From an optimization exercise on the open Yosys and OpenROAD flow, aimed at small area, a short achievable clock period and few clock cycles; shortcuts taken in it are not production practice. In this exercise RTL edits were held to simulation tests only and were not proved equivalent to the original. Power and IR drop assume default switching activity.

==> design/flow/design.v <==
`default_nettype none
package ucode_pkg;
    localparam int INSTR_W = 32;
    localparam int REG_AW  = 4;   
    localparam int DATA_W  = 32;
    localparam int IMM_W   = 16;
    localparam int OPC_W   = 7;   
    localparam logic [OPC_W-1:0] OP_MOV  = 7'b0000000;  
    localparam logic [OPC_W-1:0] OP_ADD  = 7'b0110001;  
    localparam logic [OPC_W-1:0] OP_SUB  = 7'b0110010;  
    localparam logic [OPC_W-1:0] OP_MULI = 7'b0111000;  
    localparam logic [OPC_W-1:0] OP_NOP  = 7'b1100100;
    typedef struct packed {
        logic [OPC_W-1:0]                    opcode;
        logic [REG_AW-1:0]                   rd;
        logic [REG_AW-1:0]                   rs1;
        logic [REG_AW-1:0]                   rs2;
        logic [INSTR_W-OPC_W-3*REG_AW-1:0]   spare;  
    } instr_alu_t;
    typedef struct packed {
        logic [OPC_W-1:0]  opcode;
        logic [REG_AW-1:0] rd;
        logic [REG_AW-1:0] rs1;    
        logic              pad;
        logic [IMM_W-1:0]  imm;
    } instr_imm_t;
    typedef union packed {
        instr_alu_t alu;
        instr_imm_t imm;
    } instr_word_u;
endpackage
`default_nettype wire
`timescale 1ns/100ps
`default_nettype none
module ucode_core (
    input  logic                          clk,
    input  logic                          rst,
    input  logic                          in_valid,
    output logic                          in_ready,
    input  logic [ucode_pkg::INSTR_W-1:0] in_instr,
    output logic                          wb_valid,
    input  logic                          wb_ready,
    output logic [ucode_pkg::REG_AW-1:0]  wb_reg,
    output logic [ucode_pkg::DATA_W-1:0]  wb_data
);
    logic [6:0]  in_op;
    logic        dec_mov, dec_sub, dec_muli, dec_real;
    assign in_op = in_instr[31:25];
    always_comb begin
        dec_mov  = 1'b0;
        dec_sub  = 1'b0;
        dec_muli = 1'b0;
        dec_real = 1'b0;
        case (in_op)
            ucode_pkg::OP_MOV: begin
                dec_real = 1'b1;
                dec_mov  = 1'b1;
            end
            ucode_pkg::OP_ADD: dec_real = 1'b1;
            ucode_pkg::OP_SUB: begin
                dec_real = 1'b1;
                dec_sub  = 1'b1;
            end
            ucode_pkg::OP_MULI: begin
                dec_real = 1'b1;
                if (in_instr[15:0] == 16'h0) begin
                    dec_mov  = 1'b1;                     
                end else begin
                    dec_muli = 1'b1;                     
                end
            end
            default: dec_real = 1'b0;                    
        endcase
    end
    logic        skv;
    logic        sk_mov, sk_sub, sk_muli;
    logic [24:0] sk_w;
    logic        irv;
    logic        ir_mov, ir_sub, ir_muli;
    logic [24:0] ir_w;                                   
    logic        ir_ph;                                  
    logic [3:0]  ir_rd, ir_ra, ir_rb;
    assign ir_rd = ir_w[24:21];
    assign ir_ra = ir_w[20:17];                          
    assign ir_rb = ir_w[16:13];                          
    logic        take;
    logic        ir_free;
    logic        d_issue;
    logic        d_last;
    logic        e_fire;
    assign in_ready = !skv;
    assign take     = in_valid && !skv;
    logic        ev;
    logic [3:0]  e_rd;
    logic [31:0] e_a, e_b;
    logic        e_sub;
    assign e_fire  = ev && (!wb_valid || wb_ready);
    assign d_issue = irv && (!ev || e_fire);
    assign d_last  = !ir_muli || (ir_ph && ir_w[15:0] == 16'd1);
    assign ir_free = !irv || (d_issue && d_last);
    always_ff @(posedge clk or posedge rst) begin
        if (rst) begin
            skv   <= 1'b0;
            irv   <= 1'b0;
            ir_ph <= 1'b0;
        end else begin
            if (ir_free) begin
                ir_ph <= 1'b0;
                if (skv) begin
                    irv <= 1'b1;
                    skv <= 1'b0;
                end else begin
                    irv <= take && dec_real;
                end
            end else begin
                if (take && dec_real) skv <= 1'b1;
                if (d_issue) ir_ph <= 1'b1;
            end
        end
    end
    always_ff @(posedge clk) begin
        if (!skv && !ir_free) begin
            sk_mov  <= dec_mov;
            sk_sub  <= dec_sub;
            sk_muli <= dec_muli;
            sk_w    <= in_instr[24:0];
        end
        if (ir_free) begin
            if (skv) begin
                ir_mov  <= sk_mov;
                ir_sub  <= sk_sub;
                ir_muli <= sk_muli;
                ir_w    <= sk_w;
            end else begin
                ir_mov  <= dec_mov;
                ir_sub  <= dec_sub;
                ir_muli <= dec_muli;
                ir_w    <= in_instr[24:0];
            end
        end else if (d_issue && ir_ph) begin
            ir_w[15:0] <= ir_w[15:0] - 16'd1;            
        end
    end
    logic [31:0] rf [16];
    logic [15:0] rv;                                     
    logic [31:0] rd_a, rd_b;
    logic        u_mov;
    logic        fw_a, fw_b;                             
    logic [31:0] e_res;
    logic [31:0] nx_a, nx_b;
    always_comb begin
        rd_a = '0;
        rd_b = '0;
        for (int i = 0; i < 16; i++) begin
            rd_a = rd_a | (rf[i] & {32{rv[i] && ir_ra == 4'(i)}});
            rd_b = rd_b | (rf[i] & {32{rv[i] && ir_rb == 4'(i)}});
        end
    end
    assign u_mov = ir_mov || (ir_muli && !ir_ph);
    assign fw_a  = ev && e_rd == ir_ra;                  
    assign fw_b  = ir_muli || (ev && e_rd == ir_rb);
    assign nx_a  = u_mov ? (ir_muli ? 32'h0 : {16'h0, ir_w[15:0]}) : (fw_a ? e_res : rd_a);
    assign nx_b  = u_mov ? 32'h0 : ((fw_b ? e_res : rd_b) ^ {32{ir_sub}});
    always_ff @(posedge clk or posedge rst) begin
        if (rst) begin
            ev       <= 1'b0;
            rv       <= '0;
            wb_valid <= 1'b0;
        end else begin
            if (d_issue) begin
                ev <= 1'b1;
            end else if (e_fire) begin
                ev <= 1'b0;
            end
            if (wb_ready) begin
                wb_valid <= 1'b0;
            end
            if (e_fire) begin
                rv[e_rd] <= 1'b1;
                wb_valid <= 1'b1;
            end
        end
    end
    always_ff @(posedge clk) begin
        if (d_issue) begin
            e_rd  <= ir_rd;
            e_sub <= ir_sub && !u_mov;
            e_a   <= nx_a;
            e_b   <= nx_b;                               
        end
    end
    logic [31:0] pg_g, pg_p;
    logic [31:0] gg [6];
    logic [31:0] pp [6];
    logic [32:0] cy;
    assign pg_g = e_a & e_b;
    assign pg_p = e_a ^ e_b;
    always_comb begin
        gg[0] = pg_g;
        pp[0] = pg_p;
        gg[0][0] = pg_g[0] | (pg_p[0] & e_sub);          
        for (int l = 0; l < 5; l++) begin
            gg[l+1] = gg[l];
            pp[l+1] = pp[l];
            for (int i = 0; i < 32; i++) begin
                if ((i >> l) & 1) begin
                    gg[l+1][i] = gg[l][i] | (pp[l][i] & gg[l][((i >> l) << l) - 1]);
                    pp[l+1][i] = pp[l][i] & pp[l][((i >> l) << l) - 1];
                end
            end
        end
        cy[0] = e_sub;
        for (int i = 0; i < 32; i++) cy[i+1] = gg[5][i];
    end
    assign e_res = pg_p ^ cy[31:0];
    always_ff @(posedge clk) begin
        if (e_fire) begin
            rf[e_rd] <= e_res;
            wb_reg   <= e_rd;
            wb_data  <= e_res;
        end
    end
endmodule
`default_nettype wire
==> design/flow/run.sh <==
#!/bin/bash
# synth_recipe.tcl (not shown) runs the flow's synth.tcl, then flattens the netlist and writes it again
# the make line also repeats each setting of config.mk as NAME=value (left out here)
make -C /OpenROAD-flow-scripts/flow DESIGN_CONFIG=/design/flow/config.mk WORK_HOME=/design/flow/orfs CLKGATE_MAP_FILE= SYNTH_SCRIPT=/design/flow/synth_recipe.tcl finish
==> design/flow/config.mk <==
export PLATFORM = sky130hd
export DESIGN_NAME = ucode_core
export DESIGN_NICKNAME = ucode_core
export VERILOG_FILES = /design/flow/design.v
export SDC_FILE = /design/flow/constraint.sdc
export NUM_CORES = 4
export LEC_CHECK = 0
export CAP_MARGIN = 20
export CORE_MARGIN = 2
export CORE_UTILIZATION = 65
export CTS_BUF_LIST = sky130_fd_sc_hd__clkbuf_4 sky130_fd_sc_hd__clkbuf_8
export CTS_CLUSTER_SIZE = 30
export SETUP_SLACK_MARGIN = 5
export SLEW_MARGIN = 20
==> design/flow/constraint.sdc <==
create_clock -name core_clock -period 8.5 [get_ports {clk}]
set_input_delay 1.7000 -clock core_clock [delete_from_list [all_inputs] [get_ports {clk}]]
set_output_delay 1.7000 -clock core_clock [all_outputs]
set_load 0.01 [all_outputs]
==> flow_summary.yaml, run 1 <==
global_route:
  grt_max_degree: 58
  antenna_found_initial: 6
  grt_use_total: 0.435
  grt_pass1_wl_um: 154000
  grt_overflow_total: 0
  grt_pass1_vias: 23177
die:
  num_rows: 79
  die_w_um: 222
  start_util: 0.659
  core-area_um2: 46700
  die_h_um: 222
  dieArea_um2: 49100
  io_pins: 74
synth:
  syn_area_um2: 30800
  ys_types: 74
  syn_area_per_cell_um2: 13.7
  yosysTopAreaCell: "edfxtp_1"
  synth_cells: 2245
  synth.area.top_cells: "edfxtp_1 (66%), a22oi_1 (8.0%), a22o_1 (2.7%)"
  yosysWarnings: 3
  synth_nets: 2323
  synth_top_area_share: 0.657
  ys_ff_latch: 694
  yosysSeqAreaShare: 0.674
  synth_flop_cell: "edfxtp_1"
  synth-async-reset-ratio: 0.0303
  yosysMostFrequentCell: "edfxtp_1"
  synth_edf_count: 673
  netlist_top_cells_count: "edfxtp_1 (673), a22oi_1 (326), nand2_1 (169), clkbuf_1 (151), nor2_1 (111)"
setup_path:
  reg2reg_from: "ir_w[15]"
  slowest_stage: "and3_2"
  crit_required_ps: 8930
  critPathMaxStageDelay_ps: 730
  cp-endpoint: "e_b[0]"
  critPathArrivalTime_ps: 3950
  critPathMaxFanout: 18
  startpoint_type: "flip-flop"
  critical_path_class: "flip-flop to flip-flop"
  cpMostUsedCell: "nor2_1"
  r2r_cells: 9
  rrSetupSlack_ps: 4970
  timing.rr.end: "e_b[0]"
  cp-startpoint: "ir_w[15]"
  cp-end-kind: "flip-flop"
  worstPathCellList: "nor2_1, and3_2, buf_4, a22oi_1, nand2_1, nor4_1, o21ai_0, xnor2_1, nor2_1"
sta:
  hold_ws_ps: 424
  setup_viol: 0
  tightest_slew_ps: 1100
  finalHoldViolations: 0
  max_freq_mhz: 284
  rsz0062_at_grt: "yes"
  finalCritPeriodShare: 0.415
  skew_ps: 39.6
  tns_ps: 0
  slew_headroom: 0.267
  post-route-min-period_ps: 3530
  drv_slew: 0
route:
  drt_iter0_markers: 5157
  wirelength_um: 108000
  drc: 0
  wire_per_inst_um: 35.1
  num_vias: 23874
  drtAntennaViolNets: 0
  viasPerCell: 7.79
  drtPass1Iterations: 10
pwr:
  power.total_mw: 6.66
  powerDensity_nw_per_um2: 190
  p_leak_nw: 12.4
  max-vdd-ir-drop_v: 0.000145
layout:
  fill_cells: 2988
  finalNonFillerCells: 3065
  ff_latch_area_um2: 20700
  top_register: "rf"
  multiInputGateArea_um2: 9740
  drive_above_1_share: 0.158
  syn2layout_area_growth_pct: 14.1
  nets: 2442
  largest_reg_flops: 512
place:
  port_buffers: 73
  placedCellCount: 2833
  dp_hpwl_um: 59300
  gp_congestion: 0.967
clocking:
  cts-root-buf: "clkbuf_8"
  cts_buffer_depth: 3
  h-tree-depth: 3
  cts_tree: "built"
  cts.sinks: 694
  clk-insertion-delay-late_ps: 720
  clk_pin_slew_ps: 60
  cts_buffers: 106
outcome:
  status: "complete, no violations"
run:
  maxCapViolations: 0
worst_hold_path:
  min_path_type: "flip-flop to flip-flop"
[cells by family after synthesis]
logic type | after synthesis | synth area share
adder cells (fa/ha/maj) | 42 | 0.0185
XOR/XNOR | 67 | 0.0193
flip-flops | 694 | 0.674
buffers and inverters | 197 | 0.0248
multiplexers | 36 | 0.0123
AO/OA/AOI/OAI | 691 | 0.170
AND/OR/NAND/NOR | 518 | 0.0810
[cell usage in the layout, fill, tap and decap left out, types with 32 or more instances in the layout]
| cell type | n |
|---|---|
| a21oi_1 | 45 |
| a221oi_1 | 93 |
| a22o_1 | 94 |
| a22oi_1 | 326 |
| and3_2 | 38 |
| buf_4 | 85 |
| clkbuf_4 | 32 |
| clkbuf_8 | 112 |
| clkdlybuf4s50_1 | 72 |
| edfxtp_1 | 673 |
| ha_1 | 36 |
| nand2_1 | 167 |
| nand4_1 | 36 |
| nor2_1 | 103 |
| nor3_1 | 34 |
| nor4_1 | 33 |
| o21ai_0 | 54 |
| xnor2_1 | 33 |
[per-layer routing]
layer,vias to the layer above,share of wire,global-route usage
li1,9297,-,-
met1,11237,0.33,0.568
met2,2623,0.42,0.627
met3,715,0.17,0.142
met4,2,0.087,0.297
met5,-,0.000074,0.00391
[worst max-delay path, delay by kind of cell (launching register included)]
family          cells  cell delay [ps]
buf+inv             1              500
compound gates      2              580
flops               1              540
xor+xnor            1              290
simple gates        5             1330
[what timing repair did]
item | in CTS | in global routing
resized for setup | 27 | 19
pin swaps | 9 | 5
hold buffers | 0 | 0
cloned | 3 | 0
setup endpoints to repair | 482 | 378
buffers inserted | 14 | 13
[layout make-up]
cell class,count,share of cell area
Inverter,29,0.00357
Antenna cell,5,0.000357
Sequential cell,694,0.591
Multi-Input combinational cell,1357,0.278
Timing Repair Buffer,176,0.0461
Tap cell,607,0.0216
Clock buffer,144,0.0508
Clock inverter,53,0.00892
[stage by stage]
stage | setup WS (ps) | util | cell area, µm²
after CTS | 4860 | 0.747 | 34900
after detailed placement | 3780 | 0.695 | 32400
after global placement | 3830 | 0.694 | 32400
final | 4970 | 0.752 | 35100
after floorplan | 4790 | - | 30900
after global routing | 4960 | 0.752 | 35100
[power by group]
part	leakage, nW	internal, mW	total (mW)	switching [mW]
clock network	1.11	1.45	2.75	1.30
registers	6.42	3.74	3.75	0.0134
logic	4.87	0.0609	0.159	0.0979
[worst min path at each step]
stage                        start       to  slack, ps  depth (start not counted)
after CTS                 ir_w[23]  e_rd[2]        430                          0
after global placement    ir_w[21]  e_rd[0]        400                          0
after detailed placement  ir_w[21]  e_rd[0]        410                          0
after global routing      ir_w[23]  e_rd[2]        430                          0
after floorplan           ir_w[21]  e_rd[0]        400                          0
final                     ir_w[24]  e_rd[3]        420                          0
Testbench counts, summed over its fixed seeds: cycles 8,520.
==> run 2: changes to the inputs <==
--- a/design/flow/config.mk
+++ b/design/flow/config.mk
@@ -9,5 +9,3 @@
 export CORE_MARGIN = 2
-export CORE_UTILIZATION = 65
-export CTS_BUF_LIST = sky130_fd_sc_hd__clkbuf_4 sky130_fd_sc_hd__clkbuf_8
-export CTS_CLUSTER_SIZE = 30
+export CORE_UTILIZATION = 55
 export SETUP_SLACK_MARGIN = 5
==> flow_summary.yaml, run 2 <==
synth:
  syn_area_per_cell_um2: 13.7
  yosysSeqAreaShare: 0.674
  synth-async-reset-ratio: 0.0303
  synth.area.top_cells: "edfxtp_1 (66%), a22oi_1 (8.0%), a22o_1 (2.7%)"
  synth_cells: 2245
  netlist_top_cells_count: "edfxtp_1 (673), a22oi_1 (326), nand2_1 (169), clkbuf_1 (151), nor2_1 (111)"
  synth_top_area_share: 0.657
  yosysWarnings: 3
  synth_nets: 2323
  ys_ff_latch: 694
  synth_edf_count: 673
  yosysMostFrequentCell: "edfxtp_1"
  synth_flop_cell: "edfxtp_1"
  yosysTopAreaCell: "edfxtp_1"
  syn_area_um2: 30800
  ys_types: 74
clocking:
  cts-root-buf: "clkbuf_16"
  clk-insertion-delay-late_ps: 630
  cts.sinks: 694
  clk_pin_slew_ps: 60
  cts_buffers: 72
  cts_tree: "built"
  postCtsHoldBufs: 0
  cts_buffer_depth: 3
  h-tree-depth: 3
route:
  drt_iter0_markers: 4025
  drtPass1Iterations: 7
  wire_per_inst_um: 35.0
  viasPerCell: 7.25
  drtAntennaViolNets: 0
  wirelength_um: 109000
  drc: 0
  num_vias: 22663
layout:
  antennaDiodeCount: 0
  largest_reg_flops: 512
  fill_cells: 4098
  nets: 2402
  final_common_cell: "edfxtp_1"
  syn2layout_area_growth_pct: 14.9
  multiInputGateArea_um2: 9640
  final_cell_area_um2: 35400
  drive_above_1_share: 0.134
  ff_latch_area_um2: 20700
  top_register: "rf"
  final_cell_mix: "edfxtp_1 (673), a22oi_1 (326), nand2_1 (166)"
die:
  die_h_um: 240
  core-area_um2: 55200
  die_w_um: 240
  num_rows: 86
  io_pins: 74
  dieArea_um2: 57800
  start_util: 0.557
pwr:
  switchingPower_mw: 1.47
  max-vdd-ir-drop_v: 0.000153
  pwr-share-comb: 0.023
  pwr-share-clk: 0.442
  swShare: 0.209
  seqPwrFrac: 0.535
  intPower_mw: 5.55
  powerDensity_nw_per_um2: 198
  p_leak_nw: 12.4
worst_hold_path:
  min_path_type: "flip-flop to flip-flop"
sta:
  finalHoldViolations: 0
  tightest_slew_ps: 1180
  post-route-min-period_ps: 3500
  rsz0062_at_grt: "no"
  tns_ps: 0
  slew_headroom: 0.208
  worst_slack_ps: 5000
  skew_ps: 27.2
  setup_viol: 0
  finalCritPeriodShare: 0.411
  drv_slew: 0
  max_freq_mhz: 286
  hold_ws_ps: 414
global_route:
  grt_max_degree: 58
  antenna_found_initial: 1
  grt_overflow_total: 0
  grt_pass1_wl_um: 154000
  grt_use_total: 0.380
  grt_pass1_vias: 22179
outcome:
  status: "complete, no violations"
setup_path:
  critPathMaxFanout: 20
  critical_path_class: "input pin to flip-flop"
  critPathArrivalTime_ps: 3790
  startpoint_type: "input pin"
  crit_required_ps: 8790
  cp-end-kind: "flip-flop"
place:
  pre_cts_slack_ps: 3810
  port_buffers: 73
  dp_hpwl_um: 60800
  gp_congestion: 0.937
  place_area_um2: 32600
run:
  maxCapViolations: 0
## run 2: cell counts after synthesis
No cell type changed its count.
## run 2: logic make-up (layout without fill, tap and decap cells)
family | count (synthesis) | after routing | share of synthesized area
mux | 36 | 36 | 0.0123
simple gates | 518 | 520 | 0.0810
buf+inv | 197 | 329 | 0.0248
compound gates | 691 | 691 | 0.170
fa+ha+maj | 42 | 42 | 0.0185
flops | 694 | 694 | 0.674
xor+xnor | 67 | 67 | 0.0193
## run 2: per-layer routing
metal  share of wire  track usage  wire (µm)  up-vias
met3            0.14        0.104      15200      427
met4           0.075        0.244       8220        0
met1            0.36        0.508      39300    11011
li1                -            -          -     9193
met2            0.43        0.549      46800     2032
met5               0            0          0        -
## run 2: final timing paths
check	from	endpoint	slack, ps	depth (start not counted)
min reg2reg	ir_w[21]	e_rd[0]	410	0
max in group asynchronous	rst	rv[13]	6280	2
min	ir_w[21]	e_rd[0]	410	0
max reg2reg	ir_w[14]	e_b[2]	5010	9
min in group asynchronous	rst	rv[11]	1640	2
max	wb_ready	rf[7][31]	5000	7
## run 2: stage by stage
| stage | util | total power [mW] | instances |
|---|---|---|---|
| 2_1_floorplan | - | 3.90 | 2245 |
| 3_3_place_gp | 0.591 | 3.98 | 2978 |
| 3_5_place_dp | 0.591 | 3.98 | 2978 |
| 4_1_cts | 0.637 | 7.04 | 3115 |
| 5_1_grt | 0.640 | 7.17 | 3127 |
| 6_report | 0.640 | 7.01 | 3127 |
## run 2: repair_timing
action,CTS,global route
gates cloned,1,3
setup buffers,7,8
setup endpoints to repair,514,425
gates resized for setup,39,24
pin swaps,7,6
## run 2: critical path, stage by stage
cell	delay (ps)
clkdlybuf4s50_1	520
nand2b_1	200
nand2_4	180
bufinv_16	330
nand2_8	90
nor3_4	390
buf_6	350
## run 2: power by group through the flow
stage	Sequential, mW	Clock [mW]	Combinational, mW
floorplan	3.82	0	0.0798
global placement	3.82	0	0.152
detailed placement	3.82	0	0.154
CTS	3.75	3.13	0.156
global route	3.75	3.25	0.172
finish	3.75	3.10	0.162
## run 2: cell type report
type                    count  share of cell area
flip-flops and latches    694               0.586
clock inverters            49              0.0120
well taps                 748              0.0265
repair inverters            2            0.000495
multi-input cells        1356               0.273
clock buffers              80              0.0529
repair buffers            169              0.0449
inverters                  29             0.00393
==> run 3: changes to the inputs <==
==> design/flow/flow/run.sh (new file) <==
#!/bin/bash
# Standard ORFS layout; repair_timing aims for extra setup slack
set -euo pipefail
bash standard.sh finish SETUP_SLACK_MARGIN=5.8 > standard.log 2>&1
==> design/flow/standard.sh (new file) <==
#!/bin/bash
# synth_recipe.tcl (not shown) runs the flow's synth.tcl, then flattens the netlist and writes it again
# the make line also repeats each setting of config.mk as NAME=value (left out here)
make -C /OpenROAD-flow-scripts/flow DESIGN_CONFIG=/design/flow/config.mk WORK_HOME=/design/flow/orfs CLKGATE_MAP_FILE= SYNTH_SCRIPT=/design/flow/synth_recipe.tcl "${@:-finish}"
--- a/design/flow/config.mk
+++ b/design/flow/config.mk
@@ -10,3 +10,2 @@
 export CORE_UTILIZATION = 55
-export SETUP_SLACK_MARGIN = 5
 export SLEW_MARGIN = 20
removed: design/flow/run.sh
==> flow_summary.yaml, run 3 <==
clocking:
  postCtsHoldBufs: 0
  h-tree-depth: 3
  cts_tree: "built"
  clk_pin_slew_ps: 60
  cts_buffers: 73
  cts.sinks: 694
  cts_buffer_depth: 3
  cts-root-buf: "clkbuf_16"
  clk-insertion-delay-late_ps: 630
setup_path:
  critPathMaxStageDelay_ps: 410
  cpMostUsedCell: "buf_6"
  path_buf_inv: 4
  startpoint_type: "flip-flop"
  slowest_stage: "ha_1"
  path_depth: 11
  critPathMaxFanout: 8
  r2r_cells: 11
  worstPathCellList: "ha_1, o211ai_1, nor4b_4, buf_6, a211oi_4, buf_4, or2_4, a31oi_4, xnor2_4, buf_6, clkbuf_16"
  cp-end-kind: "flip-flop"
  cp_top_family: "compound AO/OA/AOI/OAI gates"
  crit_required_ps: 8860
  critical_path_class: "flip-flop to flip-flop"
  critPathArrivalTime_ps: 3440
sta:
  drv_slew: 0
  tns_ps: 0
  skew_ps: 37.3
  post-route-min-period_ps: 3090
  setup_viol: 0
  slew_headroom: 0.429
  max_freq_mhz: 324
  finalCritPeriodShare: 0.363
  finalHoldViolations: 0
  tightest_slew_ps: 848
  rsz0062_at_grt: "yes"
route:
  viasPerCell: 7.33
  drc: 0
  drt_iter0_markers: 4301
  drtPass1Iterations: 9
  wire_per_inst_um: 36.3
  drtAntennaViolNets: 0
  num_vias: 23996
  wirelength_um: 119000
synth:
  synth_nets: 2323
  syn_area_per_cell_um2: 13.7
  yosysTopAreaCell: "edfxtp_1"
  synth_cells: 2245
  synth-async-reset-ratio: 0.0303
  yosysSeqAreaShare: 0.674
  netlist_top_cells_count: "edfxtp_1 (673), a22oi_1 (326), nand2_1 (169), clkbuf_1 (151), nor2_1 (111)"
  syn_area_um2: 30800
  yosysWarnings: 3
  synth_top_area_share: 0.657
  synth.area.top_cells: "edfxtp_1 (66%), a22oi_1 (8.0%), a22o_1 (2.7%)"
  yosysMostFrequentCell: "edfxtp_1"
  ys_types: 74
  ys_ff_latch: 694
  synth_flop_cell: "edfxtp_1"
  synth_edf_count: 673
die:
  start_util: 0.557
  num_rows: 86
  core-area_um2: 55200
  die_w_um: 240
  io_pins: 74
  die_h_um: 240
  dieArea_um2: 57800
place:
  gp_congestion: 0.925
  port_buffers: 73
  place_area_um2: 33100
  dp_hpwl_um: 61000
layout:
  top_register: "rf"
  largest_reg_flops: 512
  syn2layout_area_growth_pct: 26.8
  nets: 2545
  drive_above_1_share: 0.260
  final_cell_area_um2: 39000
  final_cell_mix: "edfxtp_1 (673), a22oi_1 (324), nand2_1 (164)"
  final_common_cell: "edfxtp_1"
pwr:
  powerDensity_nw_per_um2: 187
  p_leak_nw: 13.9
  max-vdd-ir-drop_v: 0.000192
  power.total_mw: 7.30
outcome:
  status: "complete, no violations"
global_route:
  grt_pass1_wl_um: 162000
  antenna_found_initial: 1
  grt_pass1_vias: 23120
  grt_overflow_total: 0
  grt_use_total: 0.403
  grt_max_degree: 58
run:
  maxCapViolations: 0
worst_hold_path:
  min_path_type: "flip-flop to flip-flop"
  min_path_cells: 0
run 3: cell counts after synthesis:
Identical to the previous run, type by type.
run 3: per-stage QoR:
step,worst slack [ps],std cells,utilization,hold slack (ps)
after floorplan,5070,2245,-,400
after global placement,4080,2961,0.600,401
after detailed placement,4030,2962,0.600,409
after CTS,5470,3217,0.684,419
after global routing,5320,3274,0.707,439
final,5410,3275,0.707,423
run 3: routing by layer:
metal | routed length [µm] | vias to the layer above | GRT usage
met5 | 171 | - | 0.0216
met4 | 9100 | 2 | 0.258
met3 | 16300 | 552 | 0.108
met2 | 51900 | 2241 | 0.600
met1 | 41400 | 11699 | 0.523
li1 | - | 9502 | -
run 3: final timing paths:
| path | start | endpoint | slack [ps] |
|---|---|---|---|
| max | e_a[10] | rf[4][29] | 5410 |
| min | ir_w[23] | e_rd[2] | 420 |
| max reg2reg | e_a[10] | rf[4][29] | 5410 |
| min reg2reg | ir_w[23] | e_rd[2] | 420 |
| max in group asynchronous | rst | wb_valid | 6380 |
| min in group asynchronous | rst | rv[5] | 1550 |
run 3: what timing repair did:
item / CTS / global route
hold endpoints to repair: 0 / 0
buffers inserted: 103 / 44
endpoints found under the setup margin: 1143 / 852
resized for setup: 405 / 152
pin swaps: 73 / 72
gates cloned: 18 / 13
run 3: logic make-up after synthesis:
| logic type | synth area share |
|---|---|
| AO/OA/AOI/OAI | 0.170 |
| AND/OR/NAND/NOR | 0.0810 |
| buffers and inverters | 0.0248 |
| multiplexers | 0.0123 |
| adder cells (fa/ha/maj) | 0.0185 |
| XOR/XNOR | 0.0193 |
| flip-flops | 0.674 |
run 3: worst reg2reg max path: stages (launching register included):
cell and delay [ps]:
edfxtp_1 370, ha_1 410, o211ai_1 410, nor4b_4 290
buf_6 170, a211oi_4 70, buf_4 140, or2_4 280
a31oi_4 240, xnor2_4 120, buf_6 170, clkbuf_16 170
run 3: where the power goes:
group	internal, mW	switching (mW)
combinational	0.0934	0.127
clock	1.97	1.36
sequential	3.74	0.0136
total	5.80	1.50
run 3: layout make-up:
cell class / instances / area (µm²)
sequential: 694 / 20700
fill: 3651 / 16200
multi-input combinational: 1364 / 11100
timing repair buffer: 302 / 3560
clock buffer: 87 / 1890
tap: 748 / 936
clock inverter: 47 / 581
inverter: 29 / 146
timing repair inverter: 3 / 48.8
antenna: 1 / 2.50
==> run 4: changes to the inputs <==
==> design/flow/flow/run.sh (replaced) <==
#!/bin/bash
# Standard ORFS layout; repair_timing aims for extra setup slack
set -euo pipefail
bash standard.sh finish SETUP_SLACK_MARGIN=5.2 > standard.log 2>&1
==> flow_summary.yaml, run 4 <==
outcome:
  status: "complete, no violations"
layout:
  largest_reg_flops: 512
  syn2layout_area_growth_pct: 16.5
  final_common_cell: "edfxtp_1"
  top_register: "rf"
  final_cell_mix: "edfxtp_1 (673), a22oi_1 (326), nand2_1 (166)"
  drive_above_1_share: 0.147
  finalNonFillerCells: 3145
  nets: 2413
clocking:
  clk-insertion-delay-late_ps: 630
  cts_buffer_depth: 3
  cts_buffers: 74
  cts-root-buf: "clkbuf_16"
  cts.sinks: 694
  postCtsHoldBufs: 0
  clk_pin_slew_ps: 60
  cts_tree: "built"
  h-tree-depth: 3
sta:
  drv_slew: 0
  rsz0062_at_grt: "yes"
  finalCritPeriodShare: 0.389
  skew_ps: 18.4
  slew_headroom: 0.303
  max_freq_mhz: 302
  worst_slack_ps: 5190
  finalHoldViolations: 0
  tightest_slew_ps: 1040
  tns_ps: 0
  setup_viol: 0
  post-route-min-period_ps: 3310
global_route:
  grt_max_degree: 58
  grt_pass1_vias: 22149
  grt_overflow_total: 0
  antenna_found_initial: 2
  grt_pass1_wl_um: 155000
  grt_use_total: 0.383
synth:
  synth-async-reset-ratio: 0.0303
  yosysSeqAreaShare: 0.674
  synth_nets: 2323
  synth_cells: 2245
  syn_area_per_cell_um2: 13.7
  synth_top_area_share: 0.657
  ys_types: 74
  yosysMostFrequentCell: "edfxtp_1"
  yosysTopAreaCell: "edfxtp_1"
  synth_flop_cell: "edfxtp_1"
  syn_area_um2: 30800
  netlist_top_cells_count: "edfxtp_1 (673), a22oi_1 (326), nand2_1 (169), clkbuf_1 (151), nor2_1 (111)"
  synth_edf_count: 673
  yosysWarnings: 3
  synth.area.top_cells: "edfxtp_1 (66%), a22oi_1 (8.0%), a22o_1 (2.7%)"
  ys_ff_latch: 694
pwr:
  intPower_mw: 5.74
  p_leak_nw: 12.5
  pwr-share-clk: 0.458
  switchingPower_mw: 1.49
  powerDensity_nw_per_um2: 202
  swShare: 0.206
  max-vdd-ir-drop_v: 0.000178
  power.total_mw: 7.23
  seqPwrFrac: 0.519
  pwr-share-comb: 0.023
die:
  dieArea_um2: 57800
  start_util: 0.557
  die_h_um: 240
  core-area_um2: 55200
  die_w_um: 240
  io_pins: 74
  num_rows: 86
place:
  port_buffers: 73
  pre_cts_slack_ps: 3780
  placedCellCount: 2981
  gp_congestion: 0.945
  dp_hpwl_um: 60400
run:
  maxCapViolations: 0
worst_hold_path:
  min_path_type: "flip-flop to flip-flop"
  min_path_cells: 0
  holdPathEnd: "e_rd[1]"
  min_from: "ir_w[22]"
setup_path:
  startpoint_type: "flip-flop"
  crit_required_ps: 8860
  critPathMaxStageDelay_ps: 540
  rrSetupSlack_ps: 5190
  worstPathCellList: "nor2_1, and3_4, buf_4, a22oi_1, nand2_1, nor4_2, o21ai_0, xnor2_1, nor2_1"
  cpMostUsedCell: "nor2_1"
  reg2reg_from: "ir_w[14]"
  cp-end-kind: "flip-flop"
  timing.rr.end: "e_b[3]"
  critical_path_class: "flip-flop to flip-flop"
  critPathMaxFanout: 20
  slowest_stage: "edfxtp_1"
  critPathArrivalTime_ps: 3670
  r2r_cells: 9
route:
  wirelength_um: 110000
  drt_iter0_markers: 4101
  wire_per_inst_um: 35.1
  num_vias: 23038
  drtAntennaViolNets: 0
  drc: 0
  viasPerCell: 7.33
  drtPass1Iterations: 8
## run 4: cell counts after synthesis
No cell type changed its count.
## run 4: cells by family after synthesis
| kind of cell | after synthesis | synth area share |
|---|---|---|
| fa+ha+maj | 42 | 0.0185 |
| flops | 694 | 0.674 |
| compound gates | 691 | 0.170 |
| buf+inv | 197 | 0.0248 |
| simple gates | 518 | 0.0810 |
| mux | 36 | 0.0123 |
| xor+xnor | 67 | 0.0193 |
## run 4: metal layers
layer / GRT usage / routed length [µm]
met3: 0.118 / 15200
met1: 0.502 / 39300
met5: 0 / 16
met2: 0.553 / 47100
met4: 0.250 / 8670
## run 4: area by class of cell
cell class | instances | area, µm²
multi-input cells | 1356 | 9820
fillers | 4087 | 19400
diodes | 1 | 2.50
well taps | 748 | 936
repair buffers | 180 | 1710
clock buffers | 83 | 1920
clock inverters | 54 | 563
flip-flops and latches | 694 | 20700
inverters | 29 | 143
## run 4: power groups by stage
stage	clock network, mW	registers (mW)	logic [mW]
finish	3.31	3.75	0.167
global route	3.46	3.75	0.177
CTS	3.33	3.75	0.159
detailed placement	0	3.82	0.155
global placement	0	3.82	0.153
floorplan	0	3.82	0.0804
## run 4: critical path, delay by kind of cell (launching register included)
family,cells,cell delay [ps]
buffers and inverters,1,460
XOR/XNOR,1,190
AO/OA/AOI/OAI,2,670
AND/OR/NAND/NOR,5,1150
flip-flops,1,540
## run 4: what timing repair did
item,in CTS,in global routing
cloned,2,0
endpoints found under the setup margin,607,243
buffers inserted,12,12
pin swaps,11,3
gates resized for setup,56,49
## run 4: stage by stage
step | area, µm² | utilization | hold WS [ps]
detailed placement | 32700 | 0.592 | 410
global placement | 32700 | 0.592 | 409
finish | 35800 | 0.649 | 422
CTS | 35500 | 0.643 | 424
floorplan | 31000 | - | 400
global route | 35800 | 0.649 | 423
## run 4: how the worst max path moves through the flow
| stage | from | end | slack, ps |
|---|---|---|---|
| finish | ir_w[14] | e_b[3] | 5190 |
| global route | ir_w[15] | e_b[9] | 5150 |
| detailed placement | wb_ready | rf[4][28] | 3780 |
| CTS | e_a[0] | e_a[26] | 5190 |
| floorplan | wb_ready | rf[8][0] | 5070 |
| global placement | wb_ready | rf[4][4] | 3810 |
==> run 5: changes to the inputs <==
==> design/flow/flow/run.sh (replaced) <==
#!/bin/bash
# Standard ORFS layout; repair_timing aims for extra setup slack
set -euo pipefail
bash standard.sh finish SETUP_SLACK_MARGIN=5.6 > standard.log 2>&1
==> flow_summary.yaml, run 5 <==
outcome:
  status: "complete, no violations"
synth:
  synth_top_area_share: 0.657
  synth_top_family_by_area: "compound AO/OA/AOI/OAI gates"
  synth-async-reset-ratio: 0.0303
  synth-xor-area-share: 0.0193
  ys_types: 74
  yosysMostFrequentCell: "edfxtp_1"
  ys_ff_latch: 694
  yosysSeqAreaShare: 0.674
  netlist_top_cells_count: "edfxtp_1 (673), a22oi_1 (326), nand2_1 (169), clkbuf_1 (151), nor2_1 (111)"
  synth_nets: 2323
  synth_edf_count: 673
  synth_adder_area_share: 0.0185
  yosys.area_share.simple: 0.0810
  synth_cells: 2245
  synth_flop_cell: "edfxtp_1"
  yosysWarnings: 3
  syn_area_um2: 30800
  synth.area.top_cells: "edfxtp_1 (66%), a22oi_1 (8.0%), a22o_1 (2.7%)"
  yosysTopAreaCell: "edfxtp_1"
  syn_area_per_cell_um2: 13.7
  synth_compound_area_frac: 0.170
  synth_mux_area_frac: 0.0123
route:
  highest_layer: "met4"
  drtPass1Iterations: 7
  wl_met2_um: 50300
  drtAntennaViolNets: 0
  wire_per_inst_um: 35.9
  drc: 0
  drt_iter0_markers: 4489
  viasPerCell: 7.32
  wirelength_met1_um: 40600
  num_vias: 23676
  wirelength_um: 116000
  met3WireLength_um: 17200
pwr:
  switchingPower_mw: 1.44
  intPower_mw: 5.67
  powerDensity_nw_per_um2: 189
  pwr-share-comb: 0.027
  swShare: 0.202
  p_leak_nw: 13.3
  power.total_mw: 7.11
  pwr-share-clk: 0.445
  max-vdd-ir-drop_v: 0.000170
  seqPwrFrac: 0.528
layout:
  antennaDiodeCount: 0
  ff_latch_area_um2: 20700
  final_cell_mix: "edfxtp_1 (673), a22oi_1 (326), nand2_1 (164)"
  fill_cells: 3878
  multiInputGateArea_um2: 10600
  syn2layout_area_growth_pct: 22.5
  finalNonFillerCells: 3235
  top_register: "rf"
  nets: 2508
  drive_above_1_share: 0.220
  final_common_cell: "edfxtp_1"
  largest_reg_flops: 512
die:
  num_rows: 86
  die_w_um: 240
  dieArea_um2: 57800
  core-area_um2: 55200
  die_h_um: 240
  start_util: 0.557
  io_pins: 74
clocking:
  clk_pin_slew_ps: 60
  postCtsHoldBufs: 0
  cts_tree: "built"
  cts-root-buf: "clkbuf_16"
  cts.sinks: 694
  h-tree-depth: 3
  cts_buffers: 73
  clk-insertion-delay-late_ps: 620
  cts_buffer_depth: 3
setup_path:
  critPathArrivalTime_ps: 3530
  crit_required_ps: 8860
  cp-startpoint: "e_b[0]"
  critPathMaxStageDelay_ps: 360
  timing.rr.end: "e_a[31]"
  critical_path_class: "flip-flop to flip-flop"
  r2r_cells: 14
  startpoint_type: "flip-flop"
  critPathMaxFanout: 5
  slowest_stage: "edfxtp_1"
  cp_top_family: "compound AO/OA/AOI/OAI gates"
  cp-end-kind: "flip-flop"
  worstPathCellList: "fa_2, inv_2, fa_2, nand2b_4, a21oi_4, o211ai_4, buf_12, a211oi_4, buf_6, nor2_4, o21ai_4, a21oi_4, xnor2_4, o221a_2"
  rrSetupSlack_ps: 5330
  cp-endpoint: "e_a[31]"
  path_buf_inv: 3
  path_depth: 14
  reg2reg_from: "e_b[0]"
sta:
  rsz0062_at_grt: "yes"
  drv_slew: 0
  tns_ps: 0
  post-route-min-period_ps: 3170
  finalHoldViolations: 0
  finalCritPeriodShare: 0.373
  skew_ps: 24.5
  worst_slack_ps: 5330
  setup_viol: 0
  max_freq_mhz: 315
  tightest_slew_ps: 945
  slew_headroom: 0.369
run:
  maxCapViolations: 0
global_route:
  grt_pass1_vias: 22876
  grt_use_total: 0.397
  antenna_found_initial: 0
  grt_max_degree: 58
  grt_pass1_wl_um: 161000
  grt_overflow_total: 0
place:
  port_buffers: 73
  gp_congestion: 0.884
  placedCellCount: 2964
  dp_hpwl_um: 58000
  pre_cts_slack_ps: 4120
worst_hold_path:
  min_path_type: "flip-flop to flip-flop"
run 5: cell types whose count changed in the layout (fill, tap and decap cells not counted), sizes merged, moves of 5 or more:
cell / previous run / this run
clkbuf: 85 / 104
xor2: 30 / 35
buf: 106 / 227
bufinv: 10 / 5
inv: 31 / 26
clkdlybuf4s50: 69 / 34
clkinv: 35 / 28
run 5: through the flow:
stage,cell area [µm²],hold WS [ps],utilization
6_report,37700,417,0.682
5_1_grt,37700,421,0.682
4_1_cts,36700,419,0.665
3_5_place_dp,32800,405,0.594
3_3_place_gp,32800,405,0.593
2_1_floorplan,31200,400,-
run 5: per-layer routing:
metal / vias up / global-route usage
li1: 9422 / -
met1: 11413 / 0.530
met2: 2257 / 0.579
met3: 584 / 0.112
met4: 0 / 0.242
met5: - / 0
run 5: final cells by class:
cell class,instances,area share
clock inverter,32,0.00734
inverter,29,0.00389
timing repair inverter,2,0.000864
tap,748,0.0248
clock buffer,100,0.0548
sequential,694,0.550
multi-input combinational,1364,0.282
timing repair buffer,266,0.0757
run 5: cells by family (layout without fill, tap and decap cells):
group | count (synthesis) | in the layout
AND/OR/NAND/NOR | 518 | 522
flip-flops | 694 | 694
XOR/XNOR | 67 | 72
AO/OA/AOI/OAI | 691 | 692
multiplexers | 36 | 36
adder cells (fa/ha/maj) | 42 | 42
buffers and inverters | 197 | 429
run 5: worst register-to-register path, stage by stage, from the launching register on:
cell and delay (ps):
edfxtp_1 360, fa_2 210, inv_2 40, fa_2 340, nand2b_4 170, a21oi_4 250
o211ai_4 120, buf_12 150, a211oi_4 240, buf_6 170, nor2_4 50, o21ai_4 240
a21oi_4 110, xnor2_4 180, o221a_2 280
run 5: power groups by stage:
| stage | logic (mW) | clock network, mW | registers, mW |
|---|---|---|---|
| 2_1_floorplan | 0.0838 | 0 | 3.82 |
| 3_3_place_gp | 0.144 | 0 | 3.82 |
| 3_5_place_dp | 0.147 | 0 | 3.82 |
| 4_1_cts | 0.172 | 3.17 | 3.75 |
| 5_1_grt | 0.205 | 3.30 | 3.75 |
| 6_report | 0.194 | 3.16 | 3.75 |
run 5: worst min-delay path by stage:
stage	startpoint	end	slack (ps)	cells past startpoint
4_1_cts	ir_w[23]	e_rd[2]	420	0
5_1_grt	ir_w[22]	e_rd[1]	420	0
3_5_place_dp	ir_w[23]	e_rd[2]	400	0
3_3_place_gp	ir_w[24]	e_rd[3]	400	0
6_report	ir_w[23]	e_rd[2]	420	0
2_1_floorplan	ir_w[21]	e_rd[0]	400	0
run 5: repair_timing:
item / 4_1_cts / 5_1_grt
gates cloned: 15 / 7
endpoints found under the setup margin: 1110 / 839
resized for setup: 338 / 110
pin swaps: 53 / 48
buffers inserted: 76 / 41
==> run 6: changes to the inputs <==
==> design/flow/flow/run.sh (replaced) <==
#!/bin/bash
# Standard ORFS layout; repair_timing aims for extra setup slack
set -euo pipefail
bash standard.sh finish SETUP_SLACK_MARGIN=5.4 > standard.log 2>&1
--- a/design/flow/config.mk
+++ b/design/flow/config.mk
@@ -11 +11,2 @@
 export SLEW_MARGIN = 20
+export TNS_END_PERCENT = 5
==> flow_summary.yaml, run 6 <==
setup_path:
  critical_path_class: "input pin to flip-flop"
  crit_required_ps: 8730
  cp-endpoint: "rf[1][31]"
  critPathArrivalTime_ps: 3540
  critPathMaxFanout: 45
  cp-end-kind: "flip-flop"
  timing.rr.end: "e_a[31]"
  critPathMaxStageDelay_ps: 740
  rrSetupSlack_ps: 5290
  slowest_stage: "and3_4"
  worstPathCellList: "clkdlybuf4s50_1, nand2b_4, nand2_4, clkinv_8, and3_4"
  startpoint_type: "input pin"
  cp-startpoint: "wb_ready"
  r2r_cells: 13
  reg2reg_from: "e_sub"
route:
  num_vias: 23424
  drt_iter0_markers: 4210
  drtPass1Iterations: 9
  drtAntennaViolNets: 0
  wirelength_um: 112000
  wire_per_inst_um: 35.3
  viasPerCell: 7.41
  drc: 0
clocking:
  cts_buffers: 73
  postCtsHoldBufs: 0
  clk_pin_slew_ps: 60
  clk-insertion-delay-late_ps: 620
  cts_tree: "built"
  h-tree-depth: 3
  cts_buffer_depth: 3
  cts.sinks: 694
  cts-root-buf: "clkbuf_16"
synth:
  yosysMostFrequentCell: "edfxtp_1"
  ys_ff_latch: 694
  synth_cells: 2245
  synth_top_family_by_area: "compound AO/OA/AOI/OAI gates"
  yosysWarnings: 3
  syn_area_per_cell_um2: 13.7
  synth-xor-area-share: 0.0193
  synth_nets: 2323
  netlist_top_cells_count: "edfxtp_1 (673), a22oi_1 (326), nand2_1 (169), clkbuf_1 (151), nor2_1 (111)"
  synth_edf_count: 673
  ys_types: 74
  syn_area_um2: 30800
  yosys.area_share.simple: 0.0810
  yosysTopAreaCell: "edfxtp_1"
  synth_compound_area_frac: 0.170
  synth.area.top_cells: "edfxtp_1 (66%), a22oi_1 (8.0%), a22o_1 (2.7%)"
  synth_adder_area_share: 0.0185
  synth_top_area_share: 0.657
  yosysSeqAreaShare: 0.674
  synth_mux_area_frac: 0.0123
  synth_flop_cell: "edfxtp_1"
  synth-async-reset-ratio: 0.0303
place:
  gp_congestion: 0.909
  port_buffers: 73
  dp_hpwl_um: 60200
  pre_cts_slack_ps: 3980
sta:
  rsz0062_at_grt: "yes"
  post-route-min-period_ps: 3300
  worst_slack_ps: 5200
  tns_ps: 0
  finalHoldViolations: 0
  slew_headroom: 0.413
  drv_slew: 0
  skew_ps: 20.0
  max_freq_mhz: 303
  tightest_slew_ps: 880
  setup_viol: 0
  hold_ws_ps: 424
  finalCritPeriodShare: 0.389
die:
  core-area_um2: 55200
  die_w_um: 240
  die_h_um: 240
  num_rows: 86
  dieArea_um2: 57800
  io_pins: 74
  start_util: 0.557
worst_hold_path:
  min_path_cells: 0
  min_path_type: "flip-flop to flip-flop"
layout:
  final_cell_mix: "edfxtp_1 (673), a22oi_1 (326), nand2_1 (165)"
  drive_above_1_share: 0.156
  nets: 2436
  largest_reg_flops: 512
  top_register: "rf"
  syn2layout_area_growth_pct: 17.1
  final_common_cell: "edfxtp_1"
pwr:
  pwr-share-clk: 0.452
  powerDensity_nw_per_um2: 198
  intPower_mw: 5.70
  seqPwrFrac: 0.525
  max-vdd-ir-drop_v: 0.000152
  pwr-share-comb: 0.023
  p_leak_nw: 12.7
  switchingPower_mw: 1.44
  swShare: 0.202
global_route:
  grt_overflow_total: 0
  grt_max_degree: 58
  grt_use_total: 0.384
  grt_pass1_vias: 22558
  antenna_found_initial: 1
  grt_pass1_wl_um: 156000
run:
  maxCapViolations: 0
outcome:
  status: "complete, no violations"
## run 6: changes by cell type in the layout (fill, tap and decap cells not counted), sizes merged, moves of 2 or more
| cell | previous run | this run |
|---|---|---|
| inv | 26 | 29 |
| clkbuf | 104 | 93 |
| clkdlybuf4s50 | 34 | 70 |
| and2 | 9 | 7 |
| dlygate4sd2 | 0 | 2 |
| buf | 227 | 130 |
| xor2 | 35 | 30 |
| bufinv | 5 | 7 |
## run 6: worst max-delay path: cells and delay by family
family,cells,cell delay [ps]
simple gates,3,970
buf+inv,2,760
## run 6: power groups by stage
stage          Sequential, mW  Clock, mW  Combinational [mW]
2_1_floorplan            3.82          0              0.0803
3_3_place_gp             3.82          0               0.142
3_5_place_dp             3.83          0               0.144
4_1_cts                  3.75       3.24               0.150
5_1_grt                  3.75       3.37               0.174
6_report                 3.75       3.22               0.164
## run 6: per-layer routing
layer,wire length [µm],vias to the layer above,track usage,share of wire
li1,-,9249,-,-
met1,40700,11416,0.524,0.36
met2,48100,2231,0.568,0.43
met3,16200,526,0.105,0.14
met4,6750,2,0.194,0.060
met5,35,-,0.00519,0.00031
## run 6: cells by family after synthesis
| logic type | count (synthesis) |
|---|---|
| xor+xnor | 67 |
| simple gates | 518 |
| flops | 694 |
| fa+ha+maj | 42 |
| buf+inv | 197 |
| mux | 36 |
| compound gates | 691 |
## run 6: how the worst min path moves through the flow
stage / start / end / slack, ps
3_3_place_gp: ir_w[24] / e_rd[3] / 400
4_1_cts: ir_w[23] / e_rd[2] / 420
3_5_place_dp: ir_w[23] / e_rd[2] / 410
6_report: ir_w[23] / e_rd[2] / 420
2_1_floorplan: ir_w[21] / e_rd[0] / 400
5_1_grt: ir_w[21] / e_rd[0] / 430
## run 6: timing repair
| item | CTS | global route |
|---|---|---|
| cloned | 2 | 0 |
| setup buffers | 19 | 31 |
| gates resized for setup | 58 | 66 |
| setup endpoints to repair | 969 | 754 |
| endpoints found under the hold margin | 0 | 0 |
| pin swaps | 16 | 24 |
## run 6: through the flow
stage               utilization  std cells  power [mW]  area [µm²]
floorplan                     -       2245        3.90       31000
global placement          0.592       2979        3.97       32700
detailed placement        0.592       2979        3.97       32700
CTS                       0.644       3130        7.14       35500
global route              0.653       3161        7.29       36000
finish                    0.653       3162        7.14       36000
## run 6: cell type report
type / count / area, µm²
diodes: 1 / 2.50
clock buffers: 92 / 2010
clock inverters: 38 / 372
fillers: 4036 / 19200
inverters: 29 / 129
multi-input cells: 1355 / 9860
flip-flops and latches: 694 / 20700
well taps: 748 / 936
repair buffers: 205 / 1980
==> run 7: changes to the inputs <==
--- a/design/flow/config.mk
+++ b/design/flow/config.mk
@@ -11,2 +11 @@
 export SLEW_MARGIN = 20
-export TNS_END_PERCENT = 5
==> flow_summary.yaml, run 7 <==
die:
  core-area_um2: 55200
  start_util: 0.557
  die_h_um: 240
  num_rows: 86
  io_pins: 74
  dieArea_um2: 57800
  die_w_um: 240
synth:
  synth.area.top_cells: "edfxtp_1 (66%), a22oi_1 (8.0%), a22o_1 (2.7%)"
  synth_nets: 2323
  yosysTopAreaCell: "edfxtp_1"
  synth_top_area_share: 0.657
  yosysMostFrequentCell: "edfxtp_1"
  ys_ff_latch: 694
  synth_edf_count: 673
  synth-async-reset-ratio: 0.0303
  yosysSeqAreaShare: 0.674
  syn_area_um2: 30800
  netlist_top_cells_count: "edfxtp_1 (673), a22oi_1 (326), nand2_1 (169), clkbuf_1 (151), nor2_1 (111)"
  ys_types: 74
  synth_cells: 2245
  syn_area_per_cell_um2: 13.7
  synth_flop_cell: "edfxtp_1"
  yosysWarnings: 3
worst_hold_path:
  min_path_type: "flip-flop to flip-flop"
  min_path_cells: 0
  holdPathEnd: "e_rd[1]"
  min_from: "ir_w[22]"
setup_path:
  timing.rr.end: "e_b[27]"
  critPathMaxFanout: 23
  critPathArrivalTime_ps: 3470
  crit_required_ps: 8840
  slowest_stage: "edfxtp_1"
  startpoint_type: "flip-flop"
  r2r_cells: 10
  critical_path_class: "flip-flop to flip-flop"
  critPathMaxStageDelay_ps: 500
  worstPathCellList: "buf_4, nor2b_1, and3_2, buf_6, a221oi_1, nand4_1, o21ai_2, a311oi_2, xnor2_1, nor2_1"
  cp-end-kind: "flip-flop"
  reg2reg_from: "ir_w[15]"
  rrSetupSlack_ps: 5360
global_route:
  grt_pass1_vias: 22875
  grt_max_degree: 58
  grt_pass1_wl_um: 160000
  grt_use_total: 0.394
  antenna_found_initial: 1
  grt_overflow_total: 0
pwr:
  max-vdd-ir-drop_v: 0.000202
  p_leak_nw: 12.8
  powerDensity_nw_per_um2: 194
  power.total_mw: 7.09
layout:
  largest_reg_flops: 512
  top_register: "rf"
  final_cell_mix: "edfxtp_1 (673), a22oi_1 (326), nand2_1 (166)"
  drive_above_1_share: 0.169
  fill_cells: 3947
  nets: 2456
  final_common_cell: "edfxtp_1"
  utilization: 0.662
  final_cell_area_um2: 36500
  syn2layout_area_growth_pct: 18.7
clocking:
  cts-root-buf: "clkbuf_16"
  h-tree-depth: 3
  cts_tree: "built"
  cts_buffers: 74
  cts.sinks: 694
  clk_pin_slew_ps: 60
  postCtsHoldBufs: 0
  cts_buffer_depth: 3
  clk-insertion-delay-late_ps: 620
sta:
  setup_viol: 0
  drv_slew: 0
  slew_headroom: 0.366
  max_freq_mhz: 319
  rsz0062_at_grt: "yes"
  finalCritPeriodShare: 0.369
  finalHoldViolations: 0
  hold_ws_ps: 416
  tns_ps: 0
  tightest_slew_ps: 943
  post-route-min-period_ps: 3140
  skew_ps: 24.6
run:
  maxCapViolations: 0
route:
  wire_per_inst_um: 36.0
  drt_iter0_markers: 4786
  drtPass1Iterations: 13
  num_vias: 23658
  drtAntennaViolNets: 0
  drc: 0
  viasPerCell: 7.44
  wirelength_um: 114000
place:
  gp_congestion: 0.912
  port_buffers: 73
  dp_hpwl_um: 60500
  place_area_um2: 32700
outcome:
  status: "complete, no violations"
==> run 7: logic make-up (layout without fill, tap and decap cells) <==
logic type | count (synthesis) | after routing | share of synthesized area
AND/OR/NAND/NOR | 518 | 520 | 0.0810
XOR/XNOR | 67 | 69 | 0.0193
flip-flops | 694 | 694 | 0.674
multiplexers | 36 | 36 | 0.0123
buffers and inverters | 197 | 380 | 0.0248
adder cells (fa/ha/maj) | 42 | 42 | 0.0185
AO/OA/AOI/OAI | 691 | 691 | 0.170
other | 0 | 1 | 0
==> run 7: worst max-delay path, delay by kind of cell, from the launching register on <==
kind | cells | cell delay [ps]
AOI/OAI and AO/OA | 3 | 480
and+or+nand+nor | 4 | 1050
DFF | 1 | 500
xor gates and xnor gates | 1 | 170
buffers and inverters | 2 | 640
==> run 7: cell type report <==
type                       count  area, µm²  area share
antenna                        1       2.50   0.0000685
sequential                   694      20700       0.568
timing repair buffer         219       2140      0.0587
clock inverter                37        304     0.00832
clock buffer                  93       2030      0.0556
inverter                      29        146     0.00401
tap                          748        936      0.0256
timing repair inverter         2       32.5    0.000891
multi-input combinational   1358      10200       0.279
==> run 7: how the worst max path moves through the flow <==
| stage | slack (ps) | cells past startpoint | to | startpoint |
|---|---|---|---|---|
| 3_3_place_gp | 3960 | 7 | rf[11][31] | wb_ready |
| 4_1_cts | 5400 | 14 | e_b[31] | e_a[0] |
| 5_1_grt | 5310 | 13 | e_b[27] | e_a[0] |
| 6_report | 5360 | 10 | e_b[27] | ir_w[15] |
| 3_5_place_dp | 3900 | 7 | rf[11][29] | wb_ready |
| 2_1_floorplan | 5070 | 5 | rf[8][0] | wb_ready |
==> run 7: power by group <==
| part | switching (mW) | internal [mW] | total (mW) |
|---|---|---|---|
| combinational | 0.103 | 0.0710 | 0.174 |
| clock | 1.33 | 1.84 | 3.16 |
| sequential | 0.0141 | 3.74 | 3.75 |
==> run 7: repair_timing <==
action / 4_1_cts / 5_1_grt
buffers inserted: 50 / 26
gates resized for setup: 137 / 66
gates cloned: 7 / 2
pin swaps: 21 / 19
setup endpoints to repair: 959 / 536
==> run 7: stage by stage <==
| stage | worst slack [ps] | cells |
|---|---|---|
| 5_1_grt | 5310 | 3180 |
| 4_1_cts | 5400 | 3152 |
| 3_3_place_gp | 3960 | 2965 |
| 3_5_place_dp | 3900 | 2965 |
| 6_report | 5360 | 3181 |
| 2_1_floorplan | 5070 | 2245 |
==> run 7: routing by layer <==
| layer | vias to the layer above | share of wire | GRT usage |
|---|---|---|---|
| li1 | 9319 | - | - |
| met1 | 11563 | 0.36 | 0.534 |
| met2 | 2235 | 0.43 | 0.581 |
| met3 | 541 | 0.15 | 0.115 |
| met4 | 0 | 0.062 | 0.205 |
| met5 | - | 0 | 0 |
==> run 8: changes to the inputs <==
--- a/design/flow/config.mk
+++ b/design/flow/config.mk
@@ -10,2 +10,4 @@
 export CORE_UTILIZATION = 55
+export CTS_CLUSTER_DIAMETER = 70
+export CTS_CLUSTER_SIZE = 28
 export SLEW_MARGIN = 20
==> flow_summary.yaml, run 8 <==
synth:
  netlist_top_cells_count: "edfxtp_1 (673), a22oi_1 (326), nand2_1 (169), clkbuf_1 (151), nor2_1 (111)"
  ys_ff_latch: 694
  yosysSeqAreaShare: 0.674
  synth.area.top_cells: "edfxtp_1 (66%), a22oi_1 (8.0%), a22o_1 (2.7%)"
  synth_cells: 2245
  synth_flop_cell: "edfxtp_1"
  synth_edf_count: 673
  ys_types: 74
  syn_area_per_cell_um2: 13.7
  synth_nets: 2323
  syn_area_um2: 30800
  synth-async-reset-ratio: 0.0303
  yosysMostFrequentCell: "edfxtp_1"
  yosysTopAreaCell: "edfxtp_1"
  yosysWarnings: 3
  synth_top_area_share: 0.657
pwr:
  p_leak_nw: 12.4
  max-vdd-ir-drop_v: 0.000156
  powerDensity_nw_per_um2: 173
  power.total_mw: 6.18
clocking:
  cts_tree: "built"
  h-tree-depth: 2
  cts_buffers: 38
  cts_buffer_depth: 3
  cts-root-buf: "clkbuf_16"
  clk-insertion-delay-late_ps: 620
  clk_pin_slew_ps: 90
  cts.sinks: 694
  postCtsHoldBufs: 0
die:
  die_w_um: 240
  die_h_um: 240
  num_rows: 86
  io_pins: 74
  start_util: 0.557
  core-area_um2: 55200
  dieArea_um2: 57800
sta:
  finalHoldViolations: 0
  tns_ps: 0
  worst_slack_ps: 5360
  rsz0062_at_grt: "yes"
  finalCritPeriodShare: 0.369
  max_freq_mhz: 319
  tightest_slew_ps: 1020
  setup_viol: 0
  drv_slew: 0
  post-route-min-period_ps: 3140
  skew_ps: 20.9
  slew_headroom: 0.320
layout:
  final_cell_mix: "edfxtp_1 (673), a22oi_1 (326), nand2_1 (166)"
  syn2layout_area_growth_pct: 15.8
  fill_cells: 4023
  final_common_cell: "edfxtp_1"
  top_register: "rf"
  drive_above_1_share: 0.157
  ff_latch_area_um2: 20700
  multiInputGateArea_um2: 10200
  nets: 2418
  largest_reg_flops: 512
setup_path:
  critical_path_class: "flip-flop to flip-flop"
  reg2reg_from: "ir_w[13]"
  critPathArrivalTime_ps: 3470
  startpoint_type: "flip-flop"
  critPathMaxFanout: 24
  cp-end-kind: "flip-flop"
  crit_required_ps: 8830
  cp-startpoint: "ir_w[13]"
route:
  drtPass1Iterations: 9
  num_vias: 23288
  drt_iter0_markers: 4646
  wire_per_inst_um: 36.4
  drtAntennaViolNets: 0
  viasPerCell: 7.47
  wirelength_um: 114000
  drc: 0
worst_hold_path:
  min_from: "ir_w[24]"
  min_path_type: "flip-flop to flip-flop"
global_route:
  grt_pass1_vias: 22299
  grt_overflow_total: 0
  antenna_found_initial: 1
  grt_use_total: 0.390
  grt_pass1_wl_um: 158000
  grt_max_degree: 58
outcome:
  status: "complete, no violations"
place:
  gp_congestion: 0.912
  port_buffers: 73
  pre_cts_slack_ps: 3900
  dp_hpwl_um: 60500
run:
  maxCapViolations: 0
run 8: power by group:
group	internal [mW]	switching, mW
Combinational	0.0686	0.101
Clock	1.06	1.21
Sequential	3.73	0.0142
run 8: layer usage:
metal / global-route usage / routed length, µm / part of all wire
met1: 0.531 / 41000 / 0.36
met2: 0.579 / 49800 / 0.44
met3: 0.114 / 16200 / 0.14
met4: 0.184 / 6650 / 0.059
met5: 0 / 0 / 0
run 8: logic make-up after synthesis:
| group | synth area share |
|---|---|
| and+or+nand+nor | 0.0810 |
| adders and majority gates | 0.0185 |
| buffers and inverters | 0.0248 |
| muxes | 0.0123 |
| xor gates and xnor gates | 0.0193 |
| AOI/OAI and AO/OA | 0.170 |
| DFF | 0.674 |
run 8: repair_timing:
| item | CTS | global route |
|---|---|---|
| endpoints found under the setup margin | 960 | 456 |
| setup buffers | 56 | 16 |
| resized for setup | 147 | 65 |
| pin swaps | 22 | 24 |
| cloned | 7 | 4 |
run 8: worst paths after layout:
kind / end / slack (ps) / cells past startpoint
setup / recovery: e_b[27] / 5360 / 10
hold / removal: e_rd[3] / 430 / 0
setup reg to reg: e_b[27] / 5360 / 10
hold reg to reg: e_rd[3] / 430 / 0
max in group asynchronous: wb_valid / 6300 / 2
min in group asynchronous: irv / 1600 / 2
run 8: final cells by class:
cell class	count	area share
multi-input cells	1359	0.286
clock inverters	25	0.00976
well taps	748	0.0263
repair buffers	216	0.0615
flip-flops and latches	694	0.582
diodes	1	0.0000702
repair inverters	2	0.000913
inverters	29	0.00411
clock buffers	43	0.0290
run 8: critical path, cell delays in order, from the launching register on:
cell	delay, ps
edfxtp_1	550
and2_1	270
and3_2	360
buf_6	300
a22o_1	280
a221oi_1	220
nand4_1	240
o21ai_1	230
a311oi_2	80
xnor2_1	240
nor2_1	70
run 8: metrics by stage:
| stage | utilization | hold WS (ps) | cell area [µm²] | std cells |
|---|---|---|---|---|
| after floorplan | - | 400 | 31100 | 2245 |
| after global routing | 0.645 | 431 | 35600 | 3116 |
| after CTS | 0.638 | 426 | 35200 | 3096 |
| after detailed placement | 0.592 | 405 | 32700 | 2965 |
| after global placement | 0.591 | 401 | 32600 | 2965 |
| final | 0.645 | 425 | 35600 | 3117 |
==> run 9: changes to the inputs <==
--- a/design/flow/config.mk
+++ b/design/flow/config.mk
@@ -10,4 +10,5 @@
 export CORE_UTILIZATION = 55
-export CTS_CLUSTER_DIAMETER = 70
-export CTS_CLUSTER_SIZE = 28
+export CTS_CLUSTER_DIAMETER = 60
+export CTS_CLUSTER_SIZE = 22
 export SLEW_MARGIN = 20
+export TNS_END_PERCENT = 30
==> flow_summary.yaml, run 9 <==
setup_path:
  startpoint_type: "flip-flop"
  critPathMaxStageDelay_ps: 770
  rrSetupSlack_ps: 5180
  timing.rr.end: "e_a[0]"
  worstPathCellList: "and2_1, and3_2, buf_4, a221oi_1, nand3_1, nor3_1, o21ai_0"
  critPathArrivalTime_ps: 3650
  r2r_cells: 7
  critical_path_class: "flip-flop to flip-flop"
  critPathMaxFanout: 19
  reg2reg_from: "ir_w[19]"
  crit_required_ps: 8830
  cp-end-kind: "flip-flop"
  slowest_stage: "nor3_1"
global_route:
  grt_use_total: 0.388
  grt_max_degree: 58
  antenna_found_initial: 1
  grt_pass1_vias: 22460
  grt_overflow_total: 0
  grt_pass1_wl_um: 157000
clocking:
  cts-root-buf: "clkbuf_16"
  cts_buffers: 48
  clk_pin_slew_ps: 80
  h-tree-depth: 2
  clk-insertion-delay-late_ps: 650
  postCtsHoldBufs: 0
  cts.sinks: 694
  cts_buffer_depth: 3
  cts_tree: "built"
route:
  wire_per_inst_um: 36.7
  drt_iter0_markers: 4416
  drc: 0
  num_vias: 23422
  drtAntennaViolNets: 0
  wirelength_um: 115000
  viasPerCell: 7.45
  drtPass1Iterations: 14
synth:
  ys_ff_latch: 694
  synth.area.top_cells: "edfxtp_1 (66%), a22oi_1 (8.0%), a22o_1 (2.7%)"
  synth_top_area_share: 0.657
  syn_area_um2: 30800
  syn_area_per_cell_um2: 13.7
  synth_flop_cell: "edfxtp_1"
  yosysTopAreaCell: "edfxtp_1"
  synth_edf_count: 673
  netlist_top_cells_count: "edfxtp_1 (673), a22oi_1 (326), nand2_1 (169), clkbuf_1 (151), nor2_1 (111)"
  synth_nets: 2323
  yosysMostFrequentCell: "edfxtp_1"
  synth_cells: 2245
  yosysSeqAreaShare: 0.674
  ys_types: 74
  synth-async-reset-ratio: 0.0303
  yosysWarnings: 3
die:
  dieArea_um2: 57800
  core-area_um2: 55200
  io_pins: 74
  die_w_um: 240
  start_util: 0.557
  num_rows: 86
  die_h_um: 240
sta:
  post-route-min-period_ps: 3320
  tightest_slew_ps: 941
  rsz0062_at_grt: "yes"
  finalCritPeriodShare: 0.391
  skew_ps: 46.3
  finalHoldViolations: 0
  slew_headroom: 0.368
  max_freq_mhz: 301
  worst_slack_ps: 5180
  drv_slew: 0
  tns_ps: 0
  setup_viol: 0
pwr:
  p_leak_nw: 12.8
  powerDensity_nw_per_um2: 179
  max-vdd-ir-drop_v: 0.000158
layout:
  largest_reg_flops: 512
  final_cell_mix: "edfxtp_1 (673), a22oi_1 (326), nand2_1 (166)"
  final_common_cell: "edfxtp_1"
  nets: 2437
  utilization: 0.650
  antennaDiodeCount: 0
  drive_above_1_share: 0.165
  top_register: "rf"
  syn2layout_area_growth_pct: 16.7
place:
  dp_hpwl_um: 60700
  gp_congestion: 0.931
  pre_cts_slack_ps: 4110
  port_buffers: 73
run:
  maxCapViolations: 0
worst_hold_path:
  holdPathEnd: "e_rd[2]"
  min_path_cells: 0
  min_from: "ir_w[23]"
  min_path_type: "flip-flop to flip-flop"
outcome:
  status: "complete, no violations"
[run 9: per-stage QoR]
stage	std cells	total power, mW	instance area [µm²]	hold WS, ps
floorplan	2245	3.90	31000	400
global placement	2977	3.97	32600	405
detailed placement	2977	3.97	32600	407
CTS	3107	6.42	35100	431
global route	3145	6.56	35900	433
finish	3145	6.42	35900	428
[run 9: power breakdown]
group | leakage [nW] | internal, mW | switching (mW)
combinational | 5.57 | 0.0697 | 0.107
sequential | 6.42 | 3.73 | 0.0135
clock | 0.815 | 1.20 | 1.29
[run 9: worst max-delay path by stage]
stage	end	depth (start not counted)	slack (ps)	start
CTS	sk_w[2]	6	5230	wb_ready
detailed placement	rf[12][16]	7	4110	wb_ready
global placement	rf[12][29]	7	4150	wb_ready
finish	e_a[0]	7	5180	ir_w[19]
floorplan	rf[8][0]	5	5070	wb_ready
global route	e_b[8]	13	5250	e_b[0]
[run 9: area by class of cell]
type / count / area (µm²)
flip-flops and latches: 694 / 20700
repair buffers: 226 / 2340
clock inverters: 38 / 425
inverters: 29 / 143
repair inverters: 2 / 22.5
well taps: 748 / 936
multi-input cells: 1358 / 10100
clock buffers: 50 / 1230
fillers: 4051 / 19300
[run 9: per-layer routing]
layer,share of wire,global-route usage
met4,0.070,0.215
met2,0.43,0.568
met1,0.35,0.522
met3,0.15,0.113
met5,0.00011,0
[run 9: timing repair]
action | 4_1_cts | 5_1_grt
setup buffers | 40 | 29
gates cloned | 2 | 9
endpoints found under the setup margin | 950 | 667
gates resized for setup | 103 | 121
pin swaps | 21 | 17
[run 9: kinds of logic after synthesis]
group	after synthesis	synth area share
AO/OA/AOI/OAI	691	0.170
AND/OR/NAND/NOR	518	0.0810
multiplexers	36	0.0123
adder cells (fa/ha/maj)	42	0.0185
XOR/XNOR	67	0.0193
buffers and inverters	197	0.0248
flip-flops	694	0.674
[run 9: worst max-delay path: cells and delay by family, from the launching register on]
| kind | cells | cell delay (ps) |
|---|---|---|
| buffers and inverters | 1 | 390 |
| AO/OA/AOI/OAI | 2 | 570 |
| flip-flops | 1 | 470 |
| AND/OR/NAND/NOR | 4 | 1560 |

-- afterwards: timing with drivers on the ports --
In the flow no input, the clock included, has a driving cell. The finished layouts below were timed again as built, in two steps.
Step 1, drivers: a clkbuf_16 drives clk and a buf_2 each remaining input, both assumed.
Step 2, shift: input delay + t, output delay - t, t = (earliest + latest rising clock arrival at the registers) / 2. This alone moves slack from input paths to output paths.
Three values: no drivers, after step 1, after step 2; two values: the first two.
run | t, ns | setup slack, ns | worst hold slack (ns) | worst setup path after step 2 | latest minus earliest clock arrival (ns)
run 1 | 0.763 | 4.974 / 4.974 / 4.272 | 0.424 / 0.424 / 0.424 | input to register | 0.040 / 0.040
run 2 | 0.678 | 5.002 / 5.010 / 4.364 | 0.414 / 0.414 / 0.414 | input to register | 0.029 / 0.029
run 3 | 0.668 | 5.415 / 5.415 / 5.116 | 0.423 / 0.423 / 0.423 | input to register | 0.039 / 0.039
run 4 | 0.677 | 5.191 / 5.183 / 4.583 | 0.422 / 0.422 / 0.422 | input to register | 0.019 / 0.019
run 5 | 0.669 | 5.325 / 5.325 / 5.037 | 0.417 / 0.417 / 0.417 | input to register | 0.025 / 0.025
run 6 | 0.669 | 5.197 / 5.198 / 4.564 | 0.424 / 0.424 / 0.424 | input to register | 0.021 / 0.021
run 7 | 0.675 | 5.364 / 5.356 / 4.803 | 0.416 / 0.416 / 0.416 | input to register | 0.025 / 0.025
run 8 | 0.672 | 5.364 / 5.354 / 4.725 | 0.425 / 0.425 / 0.425 | input to register | 0.022 / 0.022
run 9 | 0.690 | 5.177 / 5.177 / 4.706 | 0.428 / 0.428 / 0.428 | input to register | 0.046 / 0.047
After both steps setup and hold are still met in every run listed. The setup slack of run 1, which loses most, moves by 0.000 ns with the drivers and by -0.702 ns with both steps.
